From an optimization exercise on the open Yosys and OpenROAD flow, aimed at small area, a short achievable clock period and few clock cycles per item; shortcuts taken in it are not production practice.
In this exercise RTL edits were held to simulation tests only and were not proved equivalent to the original.

trial 32:
==> flow/design.v (excerpt) <==
module xtea3_block_cipher_unit (
  input  wire logic        clk_i,
  input  wire logic        rst_ni,
  input  wire logic        cfg_valid_i,
  output logic             cfg_ready_o,
  input  wire logic [2:0]  cfg_index_i,
  input  wire logic [63:0] cfg_data_i,
  input  wire logic        start,
  output logic             busy,
  input  wire logic        cmd_i,
  input  wire logic [31:0] in_word0_i,
  input  wire logic [31:0] in_word1_i,
  input  wire logic [31:0] in_word2_i,
  input  wire logic [31:0] in_word3_i,
  output logic             done_o,
  output logic [31:0]      out_word0_o,
  output logic [31:0]      out_word1_o,
  output logic [31:0]      out_word2_o,
  output logic [31:0]      out_word3_o
);
  localparam xtea3_pkg::word_t DeltaR0  = 32'(64'(xtea3_pkg::Delta) * 64'd96);
  localparam xtea3_pkg::word_t NegDelta = -xtea3_pkg::Delta;
  xtea3_pkg::key_t  key_q;
  logic [7:0]       rounds_q;
  xtea3_pkg::word_t dr_q;          
  logic             calc_q;        
  logic [3:0]       calc_n;        
  logic             busy_q, done_q;
  logic             a_val, a_calc, a_dec;
  logic             a_fin;         
  logic             a_white;       
  logic [7:0]       a_cnt;         
  logic [1:0]       a_wp;          
  logic [1:0]       a_selx_h, a_selx_l, a_sely_h, a_sely_l;
  xtea3_pkg::block_t a_w;
  xtea3_pkg::word_t a_tau;         
  logic             b_val, b_calc, b_dec, b_white, b_zero;
  logic [7:0]       b_cnt;
  logic [1:0]       b_wp;
  ...
Size in the first run: ~0.060 mm² of cells after synthesis.
clock: 10.5 ns
lec_check: 0
cap_margin: 30
core_margin: 2
core_utilization: 45
cts_cluster_diameter: 120
cts_cluster_size: 22
place_density: 0.6
setup_slack_margin: 5
slew_margin: 30
run.sh (not shown) runs the stock make flow with config.mk's settings and CLKGATE_MAP_FILE= SYNTH_SCRIPT=/design/flow/synth_recipe.tcl, a recipe that flattens the netlist after the stock synthesis.
In summary, trial 32 completed successfully, with a layout that passed the timing, design-rule and antenna checks.
Testbench counts of trial 32, summed over its fixed seeds: cycles 86,024, blocks 960.
diff inputs: trial 32 => trial 7
# trial 32
export LEC_CHECK = 0
export CAP_MARGIN = 30
export CORE_MARGIN = 2
export CORE_UTILIZATION = 45
export CTS_CLUSTER_DIAMETER = 120
export CTS_CLUSTER_SIZE = 22
export PLACE_DENSITY = 0.6
export SETUP_SLACK_MARGIN = 5
export SLEW_MARGIN = 30
create_clock -name core_clock -period 10.5 [get_ports {clk_i}]
# trial 7
export LEC_CHECK = 0
export CAP_MARGIN = 30
export CORE_MARGIN = 2
export CORE_UTILIZATION = 45
export CTS_CLUSTER_DIAMETER = 120
export CTS_CLUSTER_SIZE = 22
export PLACE_DENSITY = 0.6
export SLEW_MARGIN = 30
create_clock -name core_clock -period 10.5 [get_ports {clk_i}]
==> flow/flow/run.sh (new file) <==
#!/bin/bash
set -euo pipefail
bash standard.sh SETUP_SLACK_MARGIN=7 "BUFFER_PORTS_ARGS=-buffer_cell sky130_fd_sc_hd__buf_2" finish > standard_make.log 2>&1
==> flow/standard.sh (new file) <==
#!/bin/bash
# synth_recipe.tcl (not shown) runs the flow's synth.tcl, then flattens the netlist and writes it again
# the make line also repeats each setting of config.mk as NAME=value (left out here)
make -C /OpenROAD-flow-scripts/flow DESIGN_CONFIG=/design/flow/config.mk WORK_HOME=/design/flow/orfs CLKGATE_MAP_FILE= SYNTH_SCRIPT=/design/flow/synth_recipe.tcl "${@:-finish}"
removed: flow/run.sh
==> comparison <==
- met1 routing resource usage after global routing up 2.2 points in trial 7 wrt trial 32
- Placement-stage cell area of trial 7 falls short of that of trial 32 by a few percent.
- Compared with trial 32, in trial 7 final design area excluding fillers grew by 0.95%, detailed-routed wire length on met3 moved up, clock sink count barely changed, critical path depth fell by 6.
- Cmp trial 7 vs trial 32: filler-free cell count of the finished design higher in trial 7
- Cell type of the slowest stage on the worst timing path: mux4_2 -> trial 7, buf_4 -> trial 32
- The largest net degree at the start of global routing in trial 7 is 1.07 times that in trial 32.
- Comparing trial 32 against trial 7, there is no change at all in number of cells produced by synthesis.

---

xtea3_block_cipher_unit, a different RTL version from the one above (not shown whole).
Size: ~330 I/O pins, ~61000 um2 of cells after synthesis.
export LEC_CHECK = 0
export CAP_MARGIN = 30
export CORE_MARGIN = 2
export CORE_UTILIZATION = 45
export CTS_CLUSTER_DIAMETER = 120
export CTS_CLUSTER_SIZE = 22
export PLACE_DENSITY = 0.6
export SLEW_MARGIN = 30
create_clock -name core_clock -period 10.5 [get_ports {clk_i}]
standard.sh (not shown) runs the stock make flow with config.mk's settings and CLKGATE_MAP_FILE= SYNTH_SCRIPT=/design/flow/synth_recipe.tcl, a recipe that flattens the netlist after the stock synthesis.
==> flow/flow/run.sh <==
#!/bin/bash
set -euo pipefail
bash standard.sh SETUP_SLACK_MARGIN=7 finish > standard_make.log 2>&1
The starting point produced a clean layout.
Testbench counts at the start, summed over its fixed seeds: cycles 86,024, blocks 960.
Change:
==> flow/flow/run.sh (replaced) <==
#!/bin/bash
set -euo pipefail
bash standard.sh SETUP_SLACK_MARGIN=7 "BUFFER_PORTS_ARGS=-buffer_cell sky130_fd_sc_hd__buf_2" finish > standard_make.log 2>&1
Result: The new run finished clean; via count goes down by 0.40%; register-to-register slack gains 0.07 ns; hold slack barely changes; fmax rises by 1.0%; synthesized area does not change.

static timing again, ports no longer ideal:
In the flow no input, the clock included, has a driving cell. The finished layouts below were timed again as built, in two steps. Step 1 sets driving cells, clkbuf_16 on the clock port and buf_2 on the other inputs (assumed; they add their load-dependent delay and slew). Step 2 also shifts input and output timing later by t, the mid clock arrival at the registers, as if the neighbouring blocks saw the same clock. a / b / c = ideal ports / drivers / drivers and shift; a / b = the first two.
run	t (ns)	setup WS [ns]	worst slew at a driven data input, ns
trial 32	0.795	5.411 / 5.411 / 5.411	0.08
trial 7	0.789	6.952 / 6.914 / 6.235	0.09
the first run of note 2	0.782	6.901 / 6.901 / 6.317	0.11
the second run of note 2	0.784	6.937 / 6.921 / 6.202	0.11
After both steps every run listed still meets setup and hold. The setup slack of the second run of note 2, which loses most, moves by -0.016 ns with the drivers and by -0.735 ns with both steps.
